What follows belongs to an exercise in optimizing a design on an open flow for small area, a short achievable clock period and few clock cycles per item; a production flow would make more cautious choices.
At most, simulation tests tie the RTL to the original design; equivalence was not proved.
Power figures rest on the tool's default switching activity, not on a simulated workload.

## before
## bias_relu
module bias_relu #(
  parameter int ROWS    = 4,
  parameter int COLS    = 4,
  parameter int RELU_EN = 1
) (
  input  logic                              clk,
  input  logic                              rst,
  input  logic                              enable,
  input  logic [ROWS-1:0][COLS-1:0][31:0]   matrix_in,
  input  logic [ROWS-1:0][31:0]             bias,
  output logic [ROWS-1:0][COLS-1:0][31:0]   result,
  output logic                              busy,
  output logic                              done
);
  logic done_q;
  always_ff @(posedge clk) begin
    if (rst) done_q <= 1'b0;
    else     done_q <= enable;
  end
  assign busy = 1'b0;
  assign done = done_q;
  for (genvar i = 0; i < ROWS * COLS; i++) begin : g_elem
    logic [31:0] e, b;
    logic [32:0] sum;
    assign e = matrix_in[(i / COLS)][(i % COLS)];
    assign b = bias[(i / COLS)];
    logic [31:0] p, g;
    assign p = e ^ b;
    assign g = e & b;
    logic G0_1; logic P0_1;
    logic G0_3; logic P0_3;
    logic G0_5; logic P0_5;
    logic G0_7; logic P0_7;
    logic G0_9; logic P0_9;
    logic G0_11; logic P0_11;
    logic G0_13; logic P0_13;
    logic G0_15; logic P0_15;
    logic G0_17; logic P0_17;
    logic G0_19; logic P0_19;
    logic G0_21; logic P0_21;
    logic G0_23; logic P0_23;
    logic G0_25; logic P0_25;
    logic G0_27; logic P0_27;
    logic G0_29; logic P0_29;
    logic G0_31; logic P0_31;
    logic G1_3; logic P1_3;
    logic G1_5; logic P1_5;
    logic G1_7; logic P1_7;
    logic G1_9; logic P1_9;
    logic G1_11; logic P1_11;
    logic G1_13; logic P1_13;
    logic G1_15; logic P1_15;
    logic G1_17; logic P1_17;
    logic G1_19; logic P1_19;
    logic G1_21; logic P1_21;
    logic G1_23; logic P1_23;
    logic G1_25; logic P1_25;
    logic G1_27; logic P1_27;
  ...
clock: 6.5 ns
lec_check: 0
cap_margin: 20
core_margin: 2
core_utilization: 35
setup_slack_margin: 3.5
slew_margin: 20
standard.sh (not shown) runs the stock make flow with config.mk's settings and CLKGATE_MAP_FILE= SYNTH_SCRIPT=/design/flow/synth_recipe.tcl, a recipe that flattens the netlist after the stock synthesis.
==> flow/flow/run.sh <==
#!/bin/bash
# Own layout flow: the standard layout (standard.sh), with
#  - synthesis through flow/synth.tcl: the standard flow's synthesis script with ABC on
#    flow/abc.script (structural mapping, no restructuring) and without the
#    full/half-adder extraction, so the RTL's adder structure is kept;
#  - the port buffers made of sky130_fd_sc_hd__buf_1 instead of the cell
#    buffer_ports picks by default.
# make's output goes to standard_make.log; ORFS keeps each step's log in
# orfs/logs/.
set -euo pipefail
export OWN_WORK=$PWD
export OWN_ABC_SCRIPT=$PWD/flow/abc.script
export BUFFER_PORTS_ARGS="-buffer_cell sky130_fd_sc_hd__buf_1"
bash standard.sh SYNTH_SCRIPT=$PWD/flow/synth.tcl ADDER_MAP_FILE= finish > standard_make.log 2>&1
==> flow/flow/abc.script <==
&get -n
&st
&dch
&nf
&put
buffer -c
topo
stime -c
upsize -c
dnsize -c
==> flow/flow/synth.tcl <==
proc abc {args} {
  set i [lsearch -exact $args -script]
  if {$i >= 0} { lset args [expr {$i + 1}] $::env(OWN_ABC_SCRIPT) }
  yosys abc {*}$args
}
source $::env(OWN_WORK)/synth_recipe.tcl
Testbench counts of before, summed over its fixed seeds: cycles 3,192, items 1,600.
Inputs modified between before and after:
--- a/flow/design.v
+++ b/flow/design.v
@@ -296,24 +296,26 @@
     assign c[24] = G4_23;
     assign c[25] = G5_24;
     assign c[26] = G4_25;
     assign c[27] = G5_26;
     assign c[28] = G4_27;
     assign c[29] = G5_28;
     assign c[30] = G4_29;
     assign c[31] = G5_30;
     assign c[32] = G4_31;
     assign sum[31:0] = p ^ c[31:0];
     assign sum[32] = p[31] ^ c[32];
-    logic [30:0] nsum_q;
-    logic        nbig_q, neg_q;
+    logic pos, mixed, big, nonneg, ld_one, ld_keep;
+    assign pos     = !e[31] && !b[31];
+    assign mixed   = e[31] ^ b[31];
+    assign big     = pos && c[31];
+    assign nonneg  = pos || (mixed && c[31]);
+    assign ld_one  = !done_q && big;
+    assign ld_keep = !done_q && nonneg;
+    logic [30:0] res_q;
     always_ff @(posedge clk) begin
-      if (!done_q) begin
-        nsum_q <= ~sum[30:0];
-        nbig_q <= ~sum[31];
-        neg_q  <= sum[32];
-      end
+      res_q <= ({31{done_q}} & res_q) | {31{ld_one}} | ({31{ld_keep}} & sum[30:0]);
     end
-    assign result[(i / COLS)][(i % COLS)] = {1'b0, ~((nsum_q & {31{nbig_q}}) | {31{neg_q}})};
+    assign result[(i / COLS)][(i % COLS)] = {1'b0, res_q};
   end
 endmodule
 `default_nettype wire
==> summary.txt <==
Delta (after minus before): synthesis-to-finish area growth grew by 6.9 points, cell depth of the worst hold path now sits lower, area after synthesis now smaller, number of signal-net buffers in the layout went up about 20%.
Going from before to after, data required time at the worst endpoint grows by 1820 ps.
On number of sequential cells in the layout, the higher figure sits with before, not after.
Testbench counts of after, summed over its fixed seeds: cycles 3,192, items 1,600.


## 02-24
Another version of the RTL of bias_relu (not shown whole).
For scale: ~500 flip-flops, about 1200 I/O pins, roughly 40000 um2 of cells after synthesis.
==> flow/design.v (excerpt) <==
module bias_relu #(
  parameter int ROWS    = 4,
  parameter int COLS    = 4,
  parameter int RELU_EN = 1
) (
  input  logic                              clk,
  input  logic                              rst,
  input  logic                              enable,
  input  logic [ROWS-1:0][COLS-1:0][31:0]   matrix_in,
  input  logic [ROWS-1:0][31:0]             bias,
  output logic [ROWS-1:0][COLS-1:0][31:0]   result,
  output logic                              busy,
  output logic                              done
);
Settings: LEC_CHECK=0, CAP_MARGIN=20, CORE_MARGIN=2, CORE_UTILIZATION=35, SETUP_SLACK_MARGIN=3.0, SLEW_MARGIN=20; clock period 6.5 ns.
==> flow/flow/run.sh <==
#!/bin/bash
# Own layout flow: the standard layout, with the port buffers made of
# sky130_fd_sc_hd__buf_1 instead of the cell buffer_ports picks by default.
set -euo pipefail
export BUFFER_PORTS_ARGS="-buffer_cell sky130_fd_sc_hd__buf_1"
bash standard.sh finish > standard_make.log 2>&1
02-24 reached the final stage; the timing, DRC and antenna checks on its layout passed.
Input changes introduced in 01-10 (baseline for comparison: 02-24):
--- a/flow/design.v
+++ b/flow/design.v
@@ -297,22 +297,23 @@
     assign c[25] = G4_24;
     assign c[26] = G4_25;
     assign c[27] = G4_26;
     assign c[28] = G4_27;
     assign c[29] = G4_28;
     assign c[30] = G4_29;
     assign c[31] = G4_30;
     assign c[32] = G4_31;
     assign sum[31:0] = p ^ c[31:0];
     assign sum[32] = p[31] ^ c[32];
-    logic [30:0] res_q;
+    logic [30:0] nsum_q;
+    logic        nbig_q, neg_q;
     always_ff @(posedge clk) begin
       if (!done_q) begin
-        if (sum[32])      res_q <= '0;             
-        else if (sum[31]) res_q <= {31{1'b1}};     
-        else              res_q <= sum[30:0];
+        nsum_q <= ~sum[30:0];
+        nbig_q <= ~sum[31];
+        neg_q  <= sum[32];
       end
     end
-    assign result[(i / COLS)][(i % COLS)] = {1'b0, res_q};
+    assign result[(i / COLS)][(i % COLS)] = {1'b0, ~((nsum_q & {31{nbig_q}}) | {31{neg_q}})};
   end
 endmodule
 `default_nettype wire
--- outcome ---
- Post-place setup slack: lower on 02-24
- From 02-24 to 01-10 the numbers moved as follows: clock sink count up 32, maximum frequency rose by 0.0056 GHz, switching share of power lower, clock transition at the registers of the reported paths closely matched the old numbers.
- On first-iteration DRC count, the higher figure sits with 02-24, not 01-10.
No run of this note included a check of the RTL's function; only the layout flow was run.


bias_relu with an RTL version that a note above also has.
Size in the first run: about 4800 cells after synthesis, about 500 flip-flops, ~1200 I/O pins.
==> flow/config.mk <==
export PLATFORM = sky130hd
export DESIGN_NAME = bias_relu
export DESIGN_NICKNAME = bias_relu
export VERILOG_FILES = /design/flow/design.v
export SDC_FILE = /design/flow/constraint.sdc
export NUM_CORES = 4
export LEC_CHECK = 0
export CAP_MARGIN = 20
export CORE_MARGIN = 2
export CORE_UTILIZATION = 35
export PLACE_DENSITY = 0.85
export SETUP_SLACK_MARGIN = 3.0
export SLEW_MARGIN = 20
==> flow/constraint.sdc <==
create_clock -name core_clock -period 6.5 [get_ports {clk}]
set_input_delay 1.3000 -clock core_clock [delete_from_list [all_inputs] [get_ports {clk}]]
set_output_delay 1.3000 -clock core_clock [all_outputs]
set_load 0.01 [all_outputs]
==> flow/flow/run.sh <==
#!/bin/bash
# Own layout flow: the standard layout (standard.sh), with
#  - synthesis through flow/synth.tcl: the standard flow's synthesis script with ABC on
#    flow/abc.script (structural mapping, no restructuring) and without the
#    full/half-adder extraction, so the RTL's adder structure is kept;
#  - the port buffers made of sky130_fd_sc_hd__buf_1 instead of the cell
#    buffer_ports picks by default.
# make's output goes to standard_make.log; ORFS keeps each step's log in
# orfs/logs/.
set -euo pipefail
export OWN_WORK=$PWD
export OWN_ABC_SCRIPT=$PWD/flow/abc.script
export BUFFER_PORTS_ARGS="-buffer_cell sky130_fd_sc_hd__buf_1"
export CTS_ARGS="-sink_clustering_enable -repair_clock_nets -buf_list sky130_fd_sc_hd__clkbuf_8 -dont_use_dummy_load"
bash standard.sh SYNTH_SCRIPT=$PWD/flow/synth.tcl ADDER_MAP_FILE= finish > standard_make.log 2>&1
Scripts as last shown in full above: flow/flow/abc.script, flow/flow/synth.tcl
The starting point passed the timing, DRC and antenna checks.
Testbench counts at the start, summed over its fixed seeds: cycles 3,192, items 1,600.
Next try:
--- a/flow/design.v
+++ b/flow/design.v
@@ -297,25 +297,26 @@
     assign c[25] = G5_24;
     assign c[26] = G4_25;
     assign c[27] = G5_26;
     assign c[28] = G4_27;
     assign c[29] = G5_28;
     assign c[30] = G4_29;
     assign c[31] = G5_30;
     assign c[32] = G4_31;
     assign sum[31:0] = p ^ c[31:0];
     assign sum[32] = p[31] ^ c[32];
-    logic pos, mixed, big, nonneg, ld_one, ld_keep;
-    assign pos     = !e[31] && !b[31];
-    assign mixed   = e[31] ^ b[31];
-    assign big     = pos && c[31];
-    assign nonneg  = pos || (mixed && c[31]);
-    assign ld_one  = !done_q && big;
-    assign ld_keep = !done_q && nonneg;
-    logic [30:0] res_q;
+    logic pos, mixed, big, neg;
+    assign pos   = !e[31] && !b[31];
+    assign mixed = e[31] ^ b[31];
+    assign big   = pos && c[31];
+    assign neg   = (e[31] && b[31]) || (mixed && !c[31]);
+    logic [30:0] nsum_q;
+    logic        nbig_q, neg_q;
     always_ff @(posedge clk) begin
-      res_q <= ({31{done_q}} & res_q) | {31{ld_one}} | ({31{ld_keep}} & sum[30:0]);
+      nsum_q <= ({31{done_q}} & nsum_q) | ({31{!done_q}} & ~sum[30:0]);
+      nbig_q <= (done_q & nbig_q) | (!done_q & !big);
+      neg_q  <= (done_q & neg_q) | (!done_q & neg);
     end
-    assign result[(i / COLS)][(i % COLS)] = {1'b0, res_q};
+    assign result[(i / COLS)][(i % COLS)] = {1'b0, ~((nsum_q & {31{nbig_q}}) | {31{neg_q}})};
   end
 endmodule
 `default_nettype wire
What happened:
- The new run ran to the end with no violations
- critical path depth falls by 1
- routed wire length goes down by 9.2%
- via count goes down by 7.7%
- clock skew rises by 0.033 ns
- power rose by 1.8%
- worst setup slack got worse by 0.015 ns
- cell area rose by about 2%
- die area is higher by 1.9%
- cell count went down by about 3%
Only the layout flow was run in the second run of this note; the RTL was not checked for function there.


trial 27:
bias_relu with an RTL version that a note above also has.
Size in the first run: ~3900 cells after synthesis, about 500 flip-flops, roughly 0.040 mm^2 of cells after synthesis.
==> flow/design.v (excerpt) <==
module bias_relu #(
  parameter int ROWS    = 4,
  parameter int COLS    = 4,
  parameter int RELU_EN = 1
) (
  input  logic                              clk,
  input  logic                              rst,
  input  logic                              enable,
  input  logic [ROWS-1:0][COLS-1:0][31:0]   matrix_in,
  input  logic [ROWS-1:0][31:0]             bias,
  output logic [ROWS-1:0][COLS-1:0][31:0]   result,
  output logic                              busy,
  output logic                              done
);
  logic done_q;
  always_ff @(posedge clk) begin
    if (rst) done_q <= 1'b0;
    else     done_q <= enable;
  end
  assign busy = 1'b0;
  assign done = done_q;
  for (genvar i = 0; i < ROWS * COLS; i++) begin : g_elem
    logic [31:0] e, b;
    logic [32:0] sum;
    assign e = matrix_in[(i / COLS)][(i % COLS)];
    assign b = bias[(i / COLS)];
    logic [31:0] p, g;
    assign p = e ^ b;
    assign g = e & b;
    logic G0_1; logic P0_1;
    logic G0_3; logic P0_3;
    logic G0_5; logic P0_5;
    logic G0_7; logic P0_7;
    logic G0_9; logic P0_9;
    logic G0_11; logic P0_11;
    logic G0_13; logic P0_13;
    logic G0_15; logic P0_15;
    logic G0_17; logic P0_17;
    logic G0_19; logic P0_19;
    logic G0_21; logic P0_21;
    logic G0_23; logic P0_23;
    logic G0_25; logic P0_25;
    logic G0_27; logic P0_27;
    logic G0_29; logic P0_29;
    logic G0_31; logic P0_31;
    logic G1_2; logic P1_2;
    logic G1_3; logic P1_3;
    logic G1_6; logic P1_6;
    logic G1_7; logic P1_7;
    logic G1_10; logic P1_10;
    logic G1_11; logic P1_11;
    logic G1_14; logic P1_14;
    logic G1_15; logic P1_15;
    logic G1_18; logic P1_18;
    logic G1_19; logic P1_19;
    logic G1_22; logic P1_22;
    logic G1_23; logic P1_23;
    logic G1_26; logic P1_26;
    logic G1_27; logic P1_27;
    logic G1_30; logic P1_30;
    logic G1_31; logic P1_31;
    logic G2_4; logic P2_4;
    logic G2_5; logic P2_5;
  ...
clock: 6.5 ns
lec_check: 0
cap_margin: 20
core_margin: 2
core_utilization: 65
setup_slack_margin: 3.0
slew_margin: 20
==> flow/flow/run.sh <==
#!/bin/bash
# Own layout flow: the standard layout, with the port buffers made of
# sky130_fd_sc_hd__buf_1 instead of the cell buffer_ports picks by default.
set -euo pipefail
export BUFFER_PORTS_ARGS="-buffer_cell sky130_fd_sc_hd__buf_1"
bash standard.sh finish > standard_make.log 2>&1
Tool error PPL-0024 stopped trial 27 during I/O pin placement; no final results.
diff inputs: trial 27 => trial 6
--- a/flow/design.v
+++ b/flow/design.v
@@ -300,19 +300,20 @@
     assign c[28] = G4_27;
     assign c[29] = G4_28;
     assign c[30] = G4_29;
     assign c[31] = G4_30;
     assign c[32] = G4_31;
     assign sum[31:0] = p ^ c[31:0];
     assign sum[32] = p[31] ^ c[32];
-    logic [30:0] res_q;
+    logic [30:0] nsum_q;
+    logic        nbig_q, neg_q;
     always_ff @(posedge clk) begin
       if (!done_q) begin
-        if (sum[32])      res_q <= '0;             
-        else if (sum[31]) res_q <= {31{1'b1}};     
-        else              res_q <= sum[30:0];
+        nsum_q <= ~sum[30:0];
+        nbig_q <= ~sum[31];
+        neg_q  <= sum[32];
       end
     end
-    assign result[(i / COLS)][(i % COLS)] = {1'b0, res_q};
+    assign result[(i / COLS)][(i % COLS)] = {1'b0, ~((nsum_q & {31{nbig_q}}) | {31{neg_q}})};
   end
 endmodule
 `default_nettype wire
Trial 6: PPL-0024 in I/O pin placement -> run aborted. Against trial 27 as the reference, trial 6 delivers a lower number of distinct library cells after synthesis. The proportion of synthesized chip area in sequential cells of trial 6 exceeds that of trial 27 by 3.9 points. Looking at die width, trial 6 sits about 1.7% below trial 27. Trial 6 has height of the chip below what trial 27 had. Going from trial 27 to trial 6, fraction of synthesized cell area in xor and xnor cells shows an increase of 0.49 points; adder-cell share of the synthesized area up 0.70 points; multiplexer area fraction after synthesis went down by 0.60 points; starting utilization of the core area increased by 0.29 points relative to the old numbers. [compare] base=trial 27 new=trial 6: number of placement rows now sits lower, synthesized area moved down, synthesized netlist cell count decreased by 317 relative to the old numbers. Number of enable flip-flop cells after synthesis went up by a few percent going from trial 27 to trial 6. Between trial 27 and trial 6, the compound-gate portion of the synthesized area is higher for trial 27.
No functional check of the RTL was part of any run of this note.


Another version of the RTL of bias_relu (not shown whole).
For scale: roughly 500 flip-flops, ~42000 sq um of cells after synthesis.
clock: 6.5 ns
lec_check: 0
cap_margin: 20
core_margin: 2
core_utilization: 35
setup_slack_margin: 3.0
slew_margin: 20
==> flow/flow/run.sh <==
#!/bin/bash
# Own layout flow: the standard layout (standard.sh), with
#  - synthesis through flow/synth.tcl: the standard flow's synthesis script with ABC on
#    flow/abc.script (structural mapping, no restructuring) and without the
#    full/half-adder extraction, so the RTL's adder structure is kept;
#  - the port buffers made of sky130_fd_sc_hd__buf_1 instead of the cell
#    buffer_ports picks by default.
# make's output goes to standard_make.log; ORFS keeps each step's log in
# orfs/logs/.
set -euo pipefail
export OWN_WORK=$PWD
export OWN_ABC_SCRIPT=$PWD/flow/abc.script
export BUFFER_PORTS_ARGS="-buffer_cell sky130_fd_sc_hd__buf_1"
bash standard.sh SYNTH_SCRIPT=$PWD/flow/synth.tcl ADDER_MAP_FILE= finish > standard_make.log 2>&1
Scripts as last shown in full above: flow/flow/abc.script, flow/flow/synth.tcl
Change:
--- a/flow/design.v
+++ b/flow/design.v
@@ -301,18 +301,19 @@
     assign c[29] = G5_28;
     assign c[30] = G4_29;
     assign c[31] = G5_30;
     assign c[32] = G4_31;
     assign sum[31:0] = p ^ c[31:0];
     assign sum[32] = p[31] ^ c[32];
-    logic [30:0] res_q;
+    logic [30:0] nsum_q;
+    logic        nbig_q, neg_q;
     always_ff @(posedge clk) begin
       if (!done_q) begin
-        if (sum[32])      res_q <= '0;             
-        else if (sum[31]) res_q <= {31{1'b1}};     
-        else              res_q <= sum[30:0];
+        nsum_q <= ~sum[30:0];
+        nbig_q <= ~sum[31];
+        neg_q  <= sum[32];
       end
     end
-    assign result[(i / COLS)][(i % COLS)] = {1'b0, res_q};
+    assign result[(i / COLS)][(i % COLS)] = {1'b0, ~((nsum_q & {31{nbig_q}}) | {31{neg_q}})};
   end
 endmodule
 `default_nettype wire
Die area fell by 1.5%.
Fmax rose by 0.46%.
Routed wire length fell by 6.0%.
Clock skew rose by 0.011 ns.
Cell count fell by 1.7%.
First-iteration DRC count rose by 2.3%.
Power rose by 1.5%.
Sequential power rose by 9.1%.
Area after synthesis fell by 1.5%.
Clock power rose by 8.2%.
Cell area fell by 4.1%.
Clock-buffer cell count rose by 2.
Non-clock buffer count fell by 58.
Testbench counts after the change, summed over its fixed seeds: cycles 3,192, items 1,600.
For the first run of this note, only the layout was checked, not whether the RTL still works.

## re-timing with driven ports
Ports are ideal in the flow. The routed layouts listed here were re-timed in OpenROAD.
Step 1 (the two cells are an assumption about what drives the block):
set clk [get_ports {clk}]
set_driving_cell -lib_cell sky130_fd_sc_hd__clkbuf_16 $clk
set_driving_cell -lib_cell sky130_fd_sc_hd__buf_2 [delete_from_list [all_inputs] $clk]
Step 2 also shifts input and output timing later by t, the mid clock arrival at the registers, as if the neighbouring blocks saw the same clock.
Three values: ideal ports, drivers, drivers and shift; two values: the first two.
run	shift t [ns]	setup WS [ns]	clock arrival spread, ns
before	0.718	3.381 / 3.298 / 2.826	0.041 / 0.041
after	0.700	3.256 / 3.231 / 2.531	0.042 / 0.042
02-24	0.706	2.656 / 2.680 / 1.973	0.037 / 0.037
01-10	0.693	2.737 / 2.748 / 2.055	0.041 / 0.040
the first run of note 3	0.779	2.966 / 2.922 / 2.142	0.099 / 0.099
the second run of note 3	0.799	2.951 / 2.897 / 2.098	0.121 / 0.120
the first run of note 5	0.707	3.002 / 3.046 / 2.340	0.040 / 0.039
the second run of note 5	0.714	3.018 / 2.943 / 2.339	0.035 / 0.035
After both steps every run listed still meets setup and hold. For the second run of note 3, which loses most, drivers alone change the setup slack by -0.054 ns; drivers and shift together by -0.853 ns.
